From an optimization exercise on the open Yosys and OpenROAD flow, aimed at small area, a short achievable clock period and few clock cycles; shortcuts taken in it are not production practice.
At most, simulation tests tie the RTL to the original design; equivalence was not proved.
No activity file was given, so power comes from the tool's default toggle rates.

==> flow/design.v (excerpt) <==
module riscv_alu (
	input  logic                           clk_i,
	input  logic                           rst_n_i,
	input  logic                           enable_i,
	input  logic [6:0]                     operator_i,
	input  logic [31:0]                    operand_a_i,
	input  logic [31:0]                    operand_b_i,
	input  logic                           ex_ready_i,
	output logic [31:0]                    result_o,
	output logic                           comparison_result_o,
	output logic                           ready_o
);
For scale: about 2500 cells after synthesis, ~75 flip-flops, ~110 I/O pins.
clock: 12.0 ns
lec_check: 0
abc_area: 1
cap_margin: 20
core_margin: 2
core_utilization: 40
setup_slack_margin: 2.5
slew_margin: 20
run.sh (not shown) runs the stock make flow with config.mk's settings and CLKGATE_MAP_FILE= SYNTH_SCRIPT=/design/flow/synth_recipe.tcl, a recipe that flattens the netlist after the stock synthesis.
Testbench counts at the start, summed over its fixed seeds: cycles 33,415.
Rerun with:
==> flow/flow/run.sh (new file) <==
#!/bin/bash
# The standard layout, with the port buffers that buffer_ports inserts
# chosen as buf_2 instead of its default pick (a slow delay buffer).
set -e
echo 'export BUFFER_PORTS_ARGS = -buffer_cell sky130_fd_sc_hd__buf_2' >> config.mk
bash standard.sh > standard.log 2>&1
==> flow/standard.sh (new file) <==
#!/bin/bash
# synth_recipe.tcl (not shown) runs the flow's synth.tcl, then flattens the netlist and writes it again
# the make line also repeats each setting of config.mk as NAME=value (left out here)
make -C /OpenROAD-flow-scripts/flow DESIGN_CONFIG=/design/flow/config.mk WORK_HOME=/design/flow/orfs CLKGATE_MAP_FILE= SYNTH_SCRIPT=/design/flow/synth_recipe.tcl "${@:-finish}"
BUFFER_PORTS_ARGS = -buffer_cell sky130_fd_sc_hd__buf_2   (was unset)
removed: flow/run.sh
Effect:
- final area falls by 5.0%
- worst setup slack hardly moves
- routed wire length fell by 6.3%
- core utilization goes down by 2.5 points
- non-clock buffer count drops by 31
- clock-buffer cell count falls by 1

---

## job 2663
riscv_alu again, from the RTL that the note above started with.
export LEC_CHECK = 0
export ABC_AREA = 1
export CAP_MARGIN = 20
export CORE_MARGIN = 2
export CORE_UTILIZATION = 40
export SETUP_SLACK_MARGIN = 2
export SLEW_MARGIN = 20
export BUFFER_PORTS_ARGS = -buffer_cell sky130_fd_sc_hd__buf_2
create_clock -name core_clock -period 12.0 [get_ports {clk_i}]
standard.sh (not shown) runs the stock make flow with config.mk's settings and CLKGATE_MAP_FILE= SYNTH_SCRIPT=/design/flow/synth_recipe.tcl, a recipe that flattens the netlist after the stock synthesis.
==> flow/flow/run.sh <==
#!/bin/bash
# The standard layout, with the port buffers that buffer_ports inserts
# chosen as buf_2 instead of its default pick (a slow delay buffer).
set -e
echo 'export BUFFER_PORTS_ARGS = -buffer_cell sky130_fd_sc_hd__buf_2' >> config.mk
bash standard.sh > standard.log 2>&1
Testbench counts of job 2663, summed over its fixed seeds: cycles 33,415.
--- input diff job 2663..job 1554 ---
==> flow/run.sh (new file) <==
#!/bin/bash
# synth_recipe.tcl (not shown) runs the flow's synth.tcl, then flattens the netlist and writes it again
# the make line also repeats each setting of config.mk as NAME=value (left out here)
make -C /OpenROAD-flow-scripts/flow DESIGN_CONFIG=/design/flow/config.mk WORK_HOME=/design/flow/orfs CLKGATE_MAP_FILE= SYNTH_SCRIPT=/design/flow/synth_recipe.tcl finish
--- a/flow/config.mk
+++ b/flow/config.mk
@@ -9,6 +9,5 @@
 export CAP_MARGIN = 20
 export CORE_MARGIN = 2
-export CORE_UTILIZATION = 40
+export CORE_UTILIZATION = 50
 export SETUP_SLACK_MARGIN = 2
 export SLEW_MARGIN = 20
-export BUFFER_PORTS_ARGS = -buffer_cell sky130_fd_sc_hd__buf_2
removed: flow/flow/run.sh
removed: flow/standard.sh
Diff job 2663 -> job 1554: final cell utilization of the core climbed 14 points, global routing met1 resource utilization went up 14 points. Job 1554 reports its capture point of the critical path as result_o[3] while job 2663 reports ready_o. Going from job 2663 to job 1554, proportion of cell area occupied by registers decreased by 0.62 points relative to the old numbers, worst hold slack increased by 0.0073 ns relative to the old numbers, combinational group share of total power went up. Count of vias placed by the detailed router went up by a few percent going from job 2663 to job 1554. Between job 1554 and job 2663, it is job 1554 whose number of optimization iterations in the first detailed-route pass is lower, by 1.
Changes in job 9337 relative to job 1554:
==> flow/flow/run.sh (new file) <==
#!/bin/bash
# The standard layout, with the port buffers that buffer_ports inserts
# chosen as buf_2 instead of its default pick (a slow delay buffer).
set -e
echo 'export BUFFER_PORTS_ARGS = -buffer_cell sky130_fd_sc_hd__buf_2' >> config.mk
bash standard.sh > standard.log 2>&1
==> flow/standard.sh (new file) <==
#!/bin/bash
# synth_recipe.tcl (not shown) runs the flow's synth.tcl, then flattens the netlist and writes it again
# the make line also repeats each setting of config.mk as NAME=value (left out here)
make -C /OpenROAD-flow-scripts/flow DESIGN_CONFIG=/design/flow/config.mk WORK_HOME=/design/flow/orfs CLKGATE_MAP_FILE= SYNTH_SCRIPT=/design/flow/synth_recipe.tcl "${@:-finish}"
--- a/flow/config.mk
+++ b/flow/config.mk
@@ -9,5 +9,6 @@
 export CAP_MARGIN = 20
 export CORE_MARGIN = 2
-export CORE_UTILIZATION = 50
-export SETUP_SLACK_MARGIN = 2
+export CORE_UTILIZATION = 40
+export SETUP_SLACK_MARGIN = 3
 export SLEW_MARGIN = 20
+export BUFFER_PORTS_ARGS = -buffer_cell sky130_fd_sc_hd__buf_2
removed: flow/run.sh
Findings:
In the flow results for job 1554 and job 9337, the largest net degree at the start of global routing is smaller on job 1554.
Floorplan check, job 9337 vs job 1554: die outline larger in job 9337
Of job 9337 and job 1554, it is job 9337 that has the higher combinational power share.
[inputs] job 3905 vs job 9337
==> flow/run.sh (new file) <==
#!/bin/bash
# synth_recipe.tcl (not shown) runs the flow's synth.tcl, then flattens the netlist and writes it again
# the make line also repeats each setting of config.mk as NAME=value (left out here)
make -C /OpenROAD-flow-scripts/flow DESIGN_CONFIG=/design/flow/config.mk WORK_HOME=/design/flow/orfs CLKGATE_MAP_FILE= SYNTH_SCRIPT=/design/flow/synth_recipe.tcl finish
--- a/flow/config.mk
+++ b/flow/config.mk
@@ -12,3 +12,2 @@
 export SETUP_SLACK_MARGIN = 3
 export SLEW_MARGIN = 20
-export BUFFER_PORTS_ARGS = -buffer_cell sky130_fd_sc_hd__buf_2
removed: flow/flow/run.sh
removed: flow/standard.sh
--- outcome ---
- Job 3905 ends up with a share of post-route cells with drive strength above 1 that is 2.0 points higher than in job 9337.
- Final cell area excluding filler cells: lower on job 9337
- Job 9337 → job 3905: setup slack after placement shrank by 0.62 ns; total half-perimeter wirelength after legalization and detailed placement shrank by about 0.35%; met3 routing resource usage after global routing shrank by 1.4 points; via count grew by about 1.5%.
Relative to job 3905, the following input files were edited for job 7767:
==> flow/flow/run.sh (new file) <==
#!/bin/bash
# The standard layout, with the port buffers that buffer_ports inserts
# chosen as buf_2 instead of its default pick (a slow delay buffer), and
# timing repair by sizing and pin swaps only.
set -e
echo 'export BUFFER_PORTS_ARGS = -buffer_cell sky130_fd_sc_hd__buf_2' >> config.mk
echo 'export SETUP_MOVE_SEQUENCE = unbuffer,sizeup,swap' >> config.mk
bash standard.sh > standard.log 2>&1
==> flow/standard.sh (new file) <==
#!/bin/bash
# synth_recipe.tcl (not shown) runs the flow's synth.tcl, then flattens the netlist and writes it again
# the make line also repeats each setting of config.mk as NAME=value (left out here)
make -C /OpenROAD-flow-scripts/flow DESIGN_CONFIG=/design/flow/config.mk WORK_HOME=/design/flow/orfs CLKGATE_MAP_FILE= SYNTH_SCRIPT=/design/flow/synth_recipe.tcl "${@:-finish}"
--- a/flow/config.mk
+++ b/flow/config.mk
@@ -12,2 +12,4 @@
 export SETUP_SLACK_MARGIN = 3
 export SLEW_MARGIN = 20
+export BUFFER_PORTS_ARGS = -buffer_cell sky130_fd_sc_hd__buf_2
+export SETUP_MOVE_SEQUENCE = unbuffer,sizeup,swap
removed: flow/run.sh
Notes after the runs:
- From job 3905 to job 7767 the numbers moved as follows: finished layout cell area lower, clock sink total roughly the same, antenna diode count higher, overall die height roughly the same.
- Job 3905 vs job 7767, end point of the critical path: result_o[31] vs result_o[2]

---

Another version of the RTL of riscv_alu (not shown whole).
Size in the first run: about 72 flip-flops, ~110 I/O pins.
==> flow/config.mk <==
export PLATFORM = sky130hd
export DESIGN_NAME = riscv_alu
export DESIGN_NICKNAME = riscv_alu
export VERILOG_FILES = /design/flow/design.v
export SDC_FILE = /design/flow/constraint.sdc
export NUM_CORES = 4
export LEC_CHECK = 0
export ABC_AREA = 1
export CAP_MARGIN = 20
export CORE_MARGIN = 2
export CORE_UTILIZATION = 40
export SETUP_SLACK_MARGIN = 2
export SLEW_MARGIN = 20
==> flow/constraint.sdc <==
create_clock -name core_clock -period 12.0 [get_ports {clk_i}]
set_input_delay 2.4000 -clock core_clock [delete_from_list [all_inputs] [get_ports {clk_i}]]
set_output_delay 2.4000 -clock core_clock [all_outputs]
set_load 0.01 [all_outputs]
run.sh (not shown) runs the stock make flow with config.mk's settings and CLKGATE_MAP_FILE= SYNTH_SCRIPT=/design/flow/synth_recipe.tcl, a recipe that flattens the netlist after the stock synthesis.
Stock flow here: none of the scripts above is used.
Change:
- SETUP_SLACK_MARGIN: 2 -> 2.5
The new run ran to the end with no violations.
Hold slack stays flat.
Power increases by 2.1%.
Die area does not change.
Setup slack improved by 0.53 ns.
Sequential share of layout area decreases by 0.50 points.
Clock power stays flat.
Change:
==> flow/flow/run.sh (new file) <==
#!/bin/bash
# The standard layout, with the port buffers that buffer_ports inserts
# chosen as buf_2 instead of its default pick (a slow delay buffer), and
# timing repair by sizing and pin swaps only.
set -e
echo 'export BUFFER_PORTS_ARGS = -buffer_cell sky130_fd_sc_hd__buf_2' >> config.mk
echo 'export SETUP_MOVE_SEQUENCE = unbuffer,sizeup,swap' >> config.mk
bash standard.sh > standard.log 2>&1
==> flow/standard.sh (new file) <==
#!/bin/bash
# synth_recipe.tcl (not shown) runs the flow's synth.tcl, then flattens the netlist and writes it again
# the make line also repeats each setting of config.mk as NAME=value (left out here)
make -C /OpenROAD-flow-scripts/flow DESIGN_CONFIG=/design/flow/config.mk WORK_HOME=/design/flow/orfs CLKGATE_MAP_FILE= SYNTH_SCRIPT=/design/flow/synth_recipe.tcl "${@:-finish}"
- BUFFER_PORTS_ARGS: default -> -buffer_cell sky130_fd_sc_hd__buf_2
- SETUP_MOVE_SEQUENCE: default -> unbuffer,sizeup,swap
removed: flow/run.sh
=> The new run finished with timing, DRC and antenna clean; setup slack degrades by 0.12 ns; fmax shrinks slightly; utilization shrinks by 2.7 points; critical path depth fell by 5; die area is unchanged; register-to-register slack loses 0.62 ns; via count drops by a few percent; clock-buffer cell count rose by 2; cell count decreases by a few percent; wire length is lower by a few percent; global-route usage falls by 1.7 points.
Change:
==> flow/flow/run.sh (replaced) <==
#!/bin/bash
# The standard layout, with the port buffers that buffer_ports inserts
# chosen as buf_2 instead of its default pick (a slow delay buffer).
set -e
echo 'export BUFFER_PORTS_ARGS = -buffer_cell sky130_fd_sc_hd__buf_2' >> config.mk
bash standard.sh > standard.log 2>&1
- SETUP_MOVE_SEQUENCE: unbuffer,sizeup,swap -> default
Effect: The new run finished clean; synthesized area does not change; clock power stays flat; maximum frequency rose slightly; power rose slightly; register-to-register slack gains 0.32 ns; global-route usage rose by 0.36 points; clock-buffer cell count is unchanged; final area rose slightly; setup slack gains 0.085 ns.
No functional check of the RTL was part of any run of this note.

---

build 94:
riscv_alu, a different RTL version from the one above (not shown whole).
Size: about 2500 cells after synthesis, ~110 I/O pins.
Settings: LEC_CHECK=0, ABC_AREA=1, CAP_MARGIN=20, CORE_MARGIN=2, CORE_UTILIZATION=40, SETUP_SLACK_MARGIN=2.5, SLEW_MARGIN=20, BUFFER_PORTS_ARGS=-buffer_cell sky130_fd_sc_hd__buf_2, SETUP_MOVE_SEQUENCE=unbuffer,sizeup,swap; clock period 12.0 ns.
standard.sh (not shown) runs the stock make flow with config.mk's settings and CLKGATE_MAP_FILE= SYNTH_SCRIPT=/design/flow/synth_recipe.tcl, a recipe that flattens the netlist after the stock synthesis.
==> flow/flow/run.sh <==
#!/bin/bash
# The standard layout, with the port buffers that buffer_ports inserts
# chosen as buf_2 instead of its default pick (a slow delay buffer), and
# timing repair limited to the moves: unbuffer,sizeup,swap.
set -e
echo 'export BUFFER_PORTS_ARGS = -buffer_cell sky130_fd_sc_hd__buf_2' >> config.mk
echo 'export SETUP_MOVE_SEQUENCE = unbuffer,sizeup,swap' >> config.mk
bash standard.sh > standard.log 2>&1
Here is what was changed in the inputs of build 33 compared with build 94.
- a change of SETUP_SLACK_MARGIN from 2.5 to 3
- a deleted SETUP_MOVE_SEQUENCE that had been unbuffer,sizeup,swap
- a deleted BUFFER_PORTS_ARGS that had been -buffer_cell sky130_fd_sc_hd__buf_2
==> flow/run.sh (new file) <==
#!/bin/bash
# synth_recipe.tcl (not shown) runs the flow's synth.tcl, then flattens the netlist and writes it again
# the make line also repeats each setting of config.mk as NAME=value (left out here)
make -C /OpenROAD-flow-scripts/flow DESIGN_CONFIG=/design/flow/config.mk WORK_HOME=/design/flow/orfs CLKGATE_MAP_FILE= SYNTH_SCRIPT=/design/flow/synth_recipe.tcl finish
removed: flow/flow/run.sh
removed: flow/standard.sh
--- outcome ---
From build 33 to build 94, TritonCTS buffer count did not move at all. [build 33 vs build 94] maximum fanout count along the critical path: lower in build 33. Stage delay of the slowest cell on the critical path (build 33 over build 94): decrease, 200 ps. Status: sequential cell count of the final layout parity (build 94, build 33). Of build 33 and build 94, the lower met2 wirelength from detailed routing belongs to build 94. Build 94 → build 33: hold slack went up; total number of cells along the worst setup path increased 2; ratio of final minimum period to clock period now sits lower; combined global-route utilization of all metal layers went up.
> inputs changed (build 33 -> build 3)
- a change of SETUP_SLACK_MARGIN from 3 to 2
--- outcome ---
Diff build 33 and build 3: slew at the pin with the worst max-slew slack lower in build 3
Run comparison: build 33 critical path launch point operator_i[2]; build 3 critical path launch point operand_b_i[2]
Looking only at fraction of power consumed by combinational cells, and setting everything else aside, the higher value of build 33 and build 3 goes to build 33.
For the setup slack, build 3 came in 980 ps lower than build 33 did.
[compare] base=build 33 new=build 3: number of routed nets with antenna violations barely changed; final cell area excluding filler cells dropped about 11%; maximum operating frequency dropped 9.7%; minimum hold slack dropped 4.1 ps.
| data arrival time of the worst path | build 3 vs build 33 | 980 ps higher |
Build 3: all stages complete, timing, DRC and antenna checks passed
Run comparison: build 33 cell with the largest stage delay on the worst path sky130_fd_sc_hd__ha_1; build 3 cell with the largest stage delay on the worst path sky130_fd_sc_hd__o21ai_1
No functional check of the RTL was part of any run of this note.

---

riscv_alu, a different RTL version from the one above (not shown whole).
Size: ~110 I/O pins, about 16000 um^2 of cells after synthesis.
clock: 12.0 ns
lec_check: 0
abc_area: 1
cap_margin: 20
core_margin: 2
core_utilization: 40
setup_slack_margin: 3
slew_margin: 20
buffer_ports_args: -buffer_cell sky130_fd_sc_hd__buf_2
setup_move_sequence: unbuffer,sizeup,swap,buffer
==> flow/flow/run.sh <==
#!/bin/bash
# The standard layout, with the port buffers that buffer_ports inserts
# chosen as buf_2 instead of its default pick (a slow delay buffer), and
# timing repair limited to the moves: unbuffer,sizeup,swap,buffer.
set -e
echo 'export BUFFER_PORTS_ARGS = -buffer_cell sky130_fd_sc_hd__buf_2' >> config.mk
echo 'export SETUP_MOVE_SEQUENCE = unbuffer,sizeup,swap,buffer' >> config.mk
bash standard.sh > standard.log 2>&1
Testbench counts at the start, summed over its fixed seeds: cycles 29,602.
==> next run, changes <==
==> flow/run.sh (new file) <==
#!/bin/bash
# synth_recipe.tcl (not shown) runs the flow's synth.tcl, then flattens the netlist and writes it again
# the make line also repeats each setting of config.mk as NAME=value (left out here)
make -C /OpenROAD-flow-scripts/flow DESIGN_CONFIG=/design/flow/config.mk WORK_HOME=/design/flow/orfs CLKGATE_MAP_FILE= SYNTH_SCRIPT=/design/flow/synth_recipe.tcl finish
--- a/flow/config.mk
+++ b/flow/config.mk
@@ -13,3 +13 @@
 export SLEW_MARGIN = 20
-export BUFFER_PORTS_ARGS = -buffer_cell sky130_fd_sc_hd__buf_2
-export SETUP_MOVE_SEQUENCE = unbuffer,sizeup,swap,buffer
removed: flow/flow/run.sh
removed: flow/standard.sh
Result: The new run ran to the end with no violations. Synthesized cell count stays the same. Sequential share of layout area shrinks by 1.4 points. Via count grows by 5.3%.
==> next run, changes <==
==> flow/flow/run.sh (new file) <==
#!/bin/bash
# The standard layout, with the port buffers that buffer_ports inserts
# chosen as buf_2 instead of its default pick (a slow delay buffer), and
# timing repair limited to the moves: unbuffer,sizeup,swap,buffer.
set -e
echo 'export BUFFER_PORTS_ARGS = -buffer_cell sky130_fd_sc_hd__buf_2' >> config.mk
echo 'export SETUP_MOVE_SEQUENCE = unbuffer,sizeup,swap,buffer' >> config.mk
bash standard.sh > standard.log 2>&1
==> flow/standard.sh (new file) <==
#!/bin/bash
# synth_recipe.tcl (not shown) runs the flow's synth.tcl, then flattens the netlist and writes it again
# the make line also repeats each setting of config.mk as NAME=value (left out here)
make -C /OpenROAD-flow-scripts/flow DESIGN_CONFIG=/design/flow/config.mk WORK_HOME=/design/flow/orfs CLKGATE_MAP_FILE= SYNTH_SCRIPT=/design/flow/synth_recipe.tcl "${@:-finish}"
--- a/flow/config.mk
+++ b/flow/config.mk
@@ -11,3 +11,5 @@
 export CORE_UTILIZATION = 40
-export SETUP_SLACK_MARGIN = 3
+export SETUP_SLACK_MARGIN = 2
 export SLEW_MARGIN = 20
+export BUFFER_PORTS_ARGS = -buffer_cell sky130_fd_sc_hd__buf_2
+export SETUP_MOVE_SEQUENCE = unbuffer,sizeup,swap,buffer
removed: flow/run.sh
After rerunning: Global-route usage went down by 5.8 points. Die area stays the same. Combinational power drops by about a fifth. Via count decreases by a little under a tenth. Power is lower by about a fifth. Synthesized area is unchanged. Hold slack degrades by 0.043 ns. Core utilization falls by 11 points. Wire length fell by about a fifth. Final area drops by about a fifth.
==> next run, changes <==
==> flow/flow/run.sh (replaced) <==
#!/bin/bash
# The standard layout, with the port buffers that buffer_ports inserts
# chosen as buf_2 instead of its default pick (a slow delay buffer), and
# timing repair limited to the moves: unbuffer,sizeup,swap.
set -e
echo 'export BUFFER_PORTS_ARGS = -buffer_cell sky130_fd_sc_hd__buf_2' >> config.mk
echo 'export SETUP_MOVE_SEQUENCE = unbuffer,sizeup,swap' >> config.mk
bash standard.sh > standard.log 2>&1
--- a/flow/config.mk
+++ b/flow/config.mk
@@ -11,5 +11,5 @@
 export CORE_UTILIZATION = 40
-export SETUP_SLACK_MARGIN = 2
+export SETUP_SLACK_MARGIN = 2.5
 export SLEW_MARGIN = 20
 export BUFFER_PORTS_ARGS = -buffer_cell sky130_fd_sc_hd__buf_2
-export SETUP_MOVE_SEQUENCE = unbuffer,sizeup,swap,buffer
+export SETUP_MOVE_SEQUENCE = unbuffer,sizeup,swap
Wire length rose by 0.69%.
Power rose by 4.1%.
Clock power hardly moves.
Global-route usage rose by 0.34 points.
Final cell count fell by 0.61%.

static timing again, ports no longer ideal:
In the flow no input, the clock included, has a driving cell. The finished layouts below were timed again as built, in two steps. Step 1 assumes that a clkbuf_16 drives the clock port and a buf_2 every other input. Step 2 also shifts input and output timing later by t, the mid clock arrival at the registers, as if the neighbouring blocks saw the same clock. Slacks: ideal / step 1 / step 2; pairs: ideal / step 1.
| run | t, ns | setup WS [ns] | worst hold slack (ns) | latest minus earliest clock arrival (ns) | slew at the worst register clock pin (ns) |
|---|---|---|---|---|---|
| the first run of note 1 | 0.403 | 2.600 / 2.541 / 2.541 | 0.595 / 0.595 / 0.595 | 0.011 / 0.011 | 0.07 / 0.07 |
| the second run of note 1 | 0.404 | 2.600 / 2.577 / 2.577 | 0.605 / 0.605 / 0.605 | 0.012 / 0.012 | 0.07 / 0.07 |
| job 2663 | 0.402 | 2.215 / 2.185 / 2.185 | 0.606 / 0.606 / 0.606 | 0.014 / 0.014 | 0.07 / 0.07 |
| job 1554 | 0.404 | 1.980 / 1.954 / 1.954 | 0.613 / 0.613 / 0.613 | 0.015 / 0.015 | 0.07 / 0.07 |
| job 9337 | 0.397 | 2.771 / 2.707 / 2.707 | 0.597 / 0.597 / 0.597 | 0.011 / 0.011 | 0.07 / 0.07 |
| job 3905 | 0.400 | 2.731 / 2.663 / 2.663 | 0.603 / 0.603 / 0.603 | 0.011 / 0.011 | 0.07 / 0.07 |
| job 7767 | 0.399 | 1.781 / 1.717 / 1.717 | 0.595 / 0.595 / 0.595 | 0.009 / 0.009 | 0.06 / 0.06 |
| the first run of note 3 | 0.406 | 2.057 / 2.035 / 2.035 | 0.596 / 0.596 / 0.596 | 0.015 / 0.014 | 0.08 / 0.08 |
| the second run of note 3 | 0.405 | 2.587 / 2.560 / 2.560 | 0.595 / 0.595 / 0.595 | 0.015 / 0.015 | 0.08 / 0.08 |
| the third run of note 3 | 0.403 | 2.463 / 2.372 / 2.372 | 0.612 / 0.612 / 0.612 | 0.008 / 0.008 | 0.07 / 0.07 |
| the fourth run of note 3 | 0.408 | 2.549 / 2.500 / 2.500 | 0.614 / 0.614 / 0.614 | 0.006 / 0.005 | 0.07 / 0.07 |
| build 94 | 0.405 | 1.788 / 1.686 / 1.686 | 0.632 / 0.632 / 0.632 | 0.007 / 0.008 | 0.07 / 0.07 |
| build 33 | 0.412 | 2.809 / 2.708 / 2.708 | 0.649 / 0.649 / 0.649 | 0.017 / 0.017 | 0.07 / 0.07 |
| build 3 | 0.405 | 1.826 / 1.801 / 1.801 | 0.644 / 0.644 / 0.644 | 0.012 / 0.012 | 0.07 / 0.07 |
| the first run of note 5 | 0.403 | 2.560 / 2.530 / 2.530 | 0.617 / 0.617 / 0.617 | 0.013 / 0.013 | 0.07 / 0.07 |
| the second run of note 5 | 0.410 | 2.567 / 2.491 / 2.491 | 0.663 / 0.663 / 0.663 | 0.019 / 0.019 | 0.07 / 0.07 |
| the third run of note 5 | 0.401 | 2.013 / 1.992 / 1.992 | 0.620 / 0.620 / 0.620 | 0.012 / 0.011 | 0.07 / 0.07 |
| the fourth run of note 5 | 0.404 | 2.393 / 2.338 / 2.338 | 0.612 / 0.612 / 0.612 | 0.011 / 0.011 | 0.07 / 0.07 |
After both steps every run listed still meets setup and hold. For build 94, which loses most, drivers alone change the setup slack by -0.102 ns; drivers and shift together by -0.102 ns.
